Context: an optimization exercise on an open-source flow, tuned for small area and few clock cycles. The choices shown serve that exercise and are no tape-out recipe. Only simulation tests tie the RTL to the original design; equivalence was not proved. Power figures rest on the tool's default switching activity, not on a simulated workload. No driver is modelled on the clock port, so clocking that relies on it looks cheaper here than on a real chip.

Design wall_run_extractor, start of the top module:
module wall_run_extractor
#(
  parameter int MAX_WIDTH = 256
) (
  input  logic             clk,
  input  logic             rst_n,
  input  logic             in_valid,
  output logic             in_ready,
  input  logic             in_is_wall,
  output logic             out_valid,
  input  logic             out_ready,
  output logic             out_is_vertical,
  output logic [REG_W-1:0] out_rect_x,
  output logic [REG_W-1:0] out_rect_y,
  output logic [REG_W-1:0] out_rect_width,
  output logic [REG_W-1:0] out_rect_height,
  output logic             out_last,
  input  logic             cfg_we,
  input  logic [0:0]       cfg_index,
  input  logic [REG_W-1:0] cfg_wdata
);
make LEC_CHECK=0 CAP_MARGIN=20 CORE_MARGIN=2 CORE_UTILIZATION=40 CTS_BUF_LIST=sky130_fd_sc_hd__clkbuf_16 CTS_CLUSTER_DIAMETER=80 CTS_CLUSTER_SIZE=30 SLEW_MARGIN=20 finish   # period 5.5 ns
run.sh (not shown) runs the stock make flow with config.mk's settings and CLKGATE_MAP_FILE= SYNTH_SCRIPT=/design/flow/synth_recipe.tcl, a recipe that flattens the netlist after the stock synthesis.
Testbench counts at the start, summed over its fixed seeds: cycles 298,801.
Next try:
CORE_UTILIZATION = 65   (was 40)
After rerunning: Setup slack gets better by 55 ps. Sequential power hardly moves. Critical path depth does not change. Combinational power is higher slightly. Sequential cell count is unchanged. Synthesized cell count is unchanged.
Next try:
==> flow/flow/run.sh (new file) <==
#!/bin/bash
# The standard layout (standard.sh), with two changes: the clock tree is
# built from clkbuf_16 leaf buffers of up to 30 flip-flops without dummy
# loads, and the port buffers are buf_1 cells.
set -euo pipefail
export CTS_ARGS="-sink_clustering_enable -repair_clock_nets -dont_use_dummy_load -buf_list sky130_fd_sc_hd__clkbuf_8 -root_buf sky130_fd_sc_hd__clkbuf_16 -sink_clustering_size 20 -sink_clustering_max_diameter 60"
export BUFFER_PORTS_ARGS="-buffer_cell sky130_fd_sc_hd__buf_1"
bash standard.sh > standard.log 2>&1
==> flow/standard.sh (new file) <==
#!/bin/bash
# synth_recipe.tcl (not shown) runs the flow's synth.tcl, then flattens the netlist and writes it again
# the make line also repeats each setting of config.mk as NAME=value (left out here)
make -C /OpenROAD-flow-scripts/flow DESIGN_CONFIG=/design/flow/config.mk WORK_HOME=/design/flow/orfs CLKGATE_MAP_FILE= SYNTH_SCRIPT=/design/flow/synth_recipe.tcl "${@:-finish}"
CORE_UTILIZATION = 40   (was 65)
removed: flow/run.sh
Outcome: The new run produced a clean layout. Power went down by 4.8%. Non-clock buffer count increases by 1. Wire length shrinks by 18%. Final area stays flat. Via count went down by 1.2%. Hold slack gets worse by 20 ps.
Next try:
--- a/flow/flow/run.sh
+++ b/flow/flow/run.sh
@@ -6 +6 @@
-export CTS_ARGS="-sink_clustering_enable -repair_clock_nets -dont_use_dummy_load -buf_list sky130_fd_sc_hd__clkbuf_8 -root_buf sky130_fd_sc_hd__clkbuf_16 -sink_clustering_size 20 -sink_clustering_max_diameter 60"
+export CTS_ARGS="-sink_clustering_enable -repair_clock_nets -dont_use_dummy_load -buf_list sky130_fd_sc_hd__clkbuf_16 -sink_clustering_size 30 -sink_clustering_max_diameter 80"
Via count shrinks by 0.74%; clock power grows by 10%; cell count shrinks by 0.78%; final area grows by 0.62%; wire length barely changes; die area stays the same; worst setup slack improved by 14 ps; count of clock-buffer cells in the layout shrinks by 37; global-route usage stays flat; power grows by 2.5%.

* * *

== run A ==
wall_run_extractor, a different RTL version from the one above (not shown whole).
For scale: ~3000 cells after synthesis, roughly 2200 flip-flops, roughly 56 I/O pins, about 49000 sq um of cells after synthesis.
==> flow/design.v (excerpt) <==
module wall_run_extractor
#(
  parameter int MAX_WIDTH = 256
) (
  input  logic             clk,
  input  logic             rst_n,
  input  logic             in_valid,
  output logic             in_ready,
  input  logic             in_is_wall,
  output logic             out_valid,
  input  logic             out_ready,
  output logic             out_is_vertical,
  output logic [REG_W-1:0] out_rect_x,
  output logic [REG_W-1:0] out_rect_y,
  output logic [REG_W-1:0] out_rect_width,
  output logic [REG_W-1:0] out_rect_height,
  output logic             out_last,
  input  logic             cfg_we,
  input  logic [0:0]       cfg_index,
  input  logic [REG_W-1:0] cfg_wdata
);
==> flow/config.mk <==
export PLATFORM = sky130hd
export DESIGN_NAME = wall_run_extractor
export DESIGN_NICKNAME = wall_run_extractor
export VERILOG_FILES = /design/flow/design.v
export SDC_FILE = /design/flow/constraint.sdc
export NUM_CORES = 4
export LEC_CHECK = 0
export CAP_MARGIN = 20
export CORE_MARGIN = 2
export CORE_UTILIZATION = 60
export SLEW_MARGIN = 20
==> flow/constraint.sdc <==
create_clock -name core_clock -period 5.5 [get_ports {clk}]
set_input_delay 1.1000 -clock core_clock [delete_from_list [all_inputs] [get_ports {clk}]]
set_output_delay 1.1000 -clock core_clock [all_outputs]
set_load 0.01 [all_outputs]
standard.sh (not shown) runs the stock make flow with config.mk's settings and CLKGATE_MAP_FILE= SYNTH_SCRIPT=/design/flow/synth_recipe.tcl, a recipe that flattens the netlist after the stock synthesis.
==> flow/flow/run.sh <==
#!/bin/bash
# The standard layout (standard.sh) with two changes: the clock tree is built
# from clkbuf_8 buffers (clkbuf_16 at the root) driving clusters of up to 20
# flip-flops, without dummy loads; and the port buffers are buf_1 cells.
# CORE_UTILIZATION comes from config.mk. standard.sh's output goes to
# standard.log, each ORFS step's to orfs/logs/
set -euo pipefail
export CTS_ARGS="-sink_clustering_enable -repair_clock_nets -dont_use_dummy_load -buf_list sky130_fd_sc_hd__clkbuf_8 -root_buf sky130_fd_sc_hd__clkbuf_16 -sink_clustering_size 20 -sink_clustering_max_diameter 60"
export BUFFER_PORTS_ARGS="-buffer_cell sky130_fd_sc_hd__buf_1"
bash standard.sh > standard.log 2>&1
Testbench counts of run A, summed over its fixed seeds: cycles 298,801.
What run B does differently from run A at the input level:
# run A
export LEC_CHECK = 0
export CAP_MARGIN = 20
export CORE_MARGIN = 2
export CORE_UTILIZATION = 60
export SLEW_MARGIN = 20
create_clock -name core_clock -period 5.5 [get_ports {clk}]
# run B
export LEC_CHECK = 0
export CAP_MARGIN = 20
export CORE_MARGIN = 2
export CORE_UTILIZATION = 40
export SLEW_MARGIN = 20
create_clock -name core_clock -period 5.5 [get_ports {clk}]
==> flow/flow/run.sh <==
#!/bin/bash
# The standard layout (standard.sh) with two changes: the clock tree is built
# from clkbuf_8 buffers (clkbuf_16 at the root) driving clusters of up to 20
# flip-flops, without dummy loads; and the port buffers are buf_1 cells.
# standard.sh's output goes to standard.log, each ORFS step's to orfs/logs/.
set -euo pipefail
export CTS_ARGS="-sink_clustering_enable -repair_clock_nets -dont_use_dummy_load -buf_list sky130_fd_sc_hd__clkbuf_8 -root_buf sky130_fd_sc_hd__clkbuf_16 -sink_clustering_size 20 -sink_clustering_max_diameter 60"
export BUFFER_PORTS_ARGS="-buffer_cell sky130_fd_sc_hd__buf_1"
bash standard.sh > standard.log 2>&1
--- outcome ---
Run B: flow completed, timing, DRC and antenna clean
Run A: done, clean on timing, DRC and antenna
The worst setup slack of run B exceeds that of run A by 0.11 ns.
| worst-case headroom to the max-slew limit | run B vs run A | better |
Non-clock buffer count (lower): run A
Overall die height grows by more than 10% when moving from run A to run B.
Diff run A -> run B | number of vias after detailed routing | down slightly
Final period demand of the worst path was higher in the run labelled run A.
Input-level comparison between run C and run B:
# run B
export LEC_CHECK = 0
export CAP_MARGIN = 20
export CORE_MARGIN = 2
export CORE_UTILIZATION = 40
export SLEW_MARGIN = 20
create_clock -name core_clock -period 5.5 [get_ports {clk}]
# run C
export LEC_CHECK = 0
export CAP_MARGIN = 20
export CORE_MARGIN = 2
export CORE_UTILIZATION = 70
export SLEW_MARGIN = 20
create_clock -name core_clock -period 5.5 [get_ports {clk}]
Notes after the runs:
Between run B and run C, die area is higher for run B, run C comes in under that. Average via count per standard cell is higher on run C. The clock network fraction of design power of run C and that of run B are within noise of each other. Internal power summed over all cells: run C vs run B — no meaningful difference. Looking at aggregate routed wire length across run B and run C, the one that comes out higher is run C. Going from run B to run C, the global-route usage was found to have gone up by 12 points. Combinational group share of total power: run C vs run B up 0.2 points.
Modified inputs, run D compared to run C
# run C
export LEC_CHECK = 0
export CAP_MARGIN = 20
export CORE_MARGIN = 2
export CORE_UTILIZATION = 70
export SLEW_MARGIN = 20
create_clock -name core_clock -period 5.5 [get_ports {clk}]
# run D
export LEC_CHECK = 0
export CAP_MARGIN = 20
export CORE_MARGIN = 2
export CORE_UTILIZATION = 60
export SLEW_MARGIN = 20
create_clock -name core_clock -period 5.5 [get_ports {clk}]
==> comparison <==
Density: run D sparser than run C. On switching portion of total power: between run D and run C, it ends up lower for run D. Looking at final HPWL from detailed placement across run D and run C, the one that comes out lower is run D. Comparing run D against run C, there is no change at all in arithmetic-cell share of the synthesized area counting full adders, half adders and majority gates. The higher global routing usage summed across all routing layers of run D and run C is in run C. Run C → run D: power now smaller; total via count after detailed routing saw a decrease.
Modified inputs, run E compared to run D
# run D
export LEC_CHECK = 0
export CAP_MARGIN = 20
export CORE_MARGIN = 2
export CORE_UTILIZATION = 60
export SLEW_MARGIN = 20
create_clock -name core_clock -period 5.5 [get_ports {clk}]
# run E
export LEC_CHECK = 0
export ABC_AREA = 1
export CAP_MARGIN = 20
export CORE_MARGIN = 2
export CORE_UTILIZATION = 60
export SLEW_MARGIN = 20
create_clock -name core_clock -period 5.5 [get_ports {clk}]
==> flow/flow/run.sh <==
#!/bin/bash
# The standard layout (standard.sh) with two changes: the clock tree is built
# from clkbuf_8 buffers (clkbuf_16 at the root) driving clusters of up to 20
# flip-flops, without dummy loads; and the port buffers are buf_1 cells.
# CORE_UTILIZATION comes from config.mk. standard.sh's output goes to
# standard.log, each ORFS step's to orfs/logs/
set -euo pipefail
export CTS_ARGS="-sink_clustering_enable -repair_clock_nets -dont_use_dummy_load -buf_list sky130_fd_sc_hd__clkbuf_8 -root_buf sky130_fd_sc_hd__clkbuf_16 -sink_clustering_size 20 -sink_clustering_max_diameter 60"
export BUFFER_PORTS_ARGS="-buffer_cell sky130_fd_sc_hd__buf_1"
bash standard.sh > standard.log 2>&1
Results
On post-synthesis adder-cell area fraction, run D and run E are basically level. Diff run D -> run E: post-synthesis cell area barely changed, non-clock buffer count decreased by about 9% relative to the old numbers, mean routed wirelength per cell went down by about 5%. Diff run D -> run E: instance count after placement with tap cells included has increased, via count has increased, sequential share of layout area has remained practically unchanged. Between run D and run E, the placed cell area does not differ in any meaningful way. Number of inserted filler cells in the final layout, run E vs run D: up slightly. Share of power burned in the clock network was lower in run D than in run E.

re-timing with driven ports:
The flow's constraints put no driver on any port. The routed layouts listed below were extracted and timed again, unchanged, in two steps.
Step 1: set_driving_cell puts a clkbuf_16 on clk and a buf_2 on each other input, an assumption about the parent block.
Step 2 moves the port delays by t, midway between the first and last clock arrival at a register: inputs arrive t later, outputs are due t later. That takes back most of the time a late clock gives input paths.
Slacks: ideal / step 1 / step 2; pairs: ideal / step 1.
run	t (ns)	setup WS [ns]	clock arrival spread, ns
the first run of note 1	0.728	0.230 / 0.162 / 0.344	0.038 / 0.038
the second run of note 1	0.732	0.285 / 0.216 / 0.573	0.047 / 0.047
the third run of note 1	0.694	0.253 / 0.185 / 0.878	0.079 / 0.079
the fourth run of note 1	0.691	0.268 / 0.200 / 0.891	0.134 / 0.134
run A	0.693	0.487 / 0.424 / 0.752	0.151 / 0.150
run B	0.713	0.593 / 0.535 / 0.767	0.129 / 0.129
run C	0.704	0.709 / 0.642 / 0.974	0.135 / 0.135
run D	0.693	0.487 / 0.424 / 0.752	0.151 / 0.150
run E	0.684	1.424 / 1.361 / 1.250	0.144 / 0.143
After both steps setup and hold are still met in every run listed. The setup slack of run E, which loses most, moves by -0.063 ns with the drivers and by -0.174 ns with both steps.
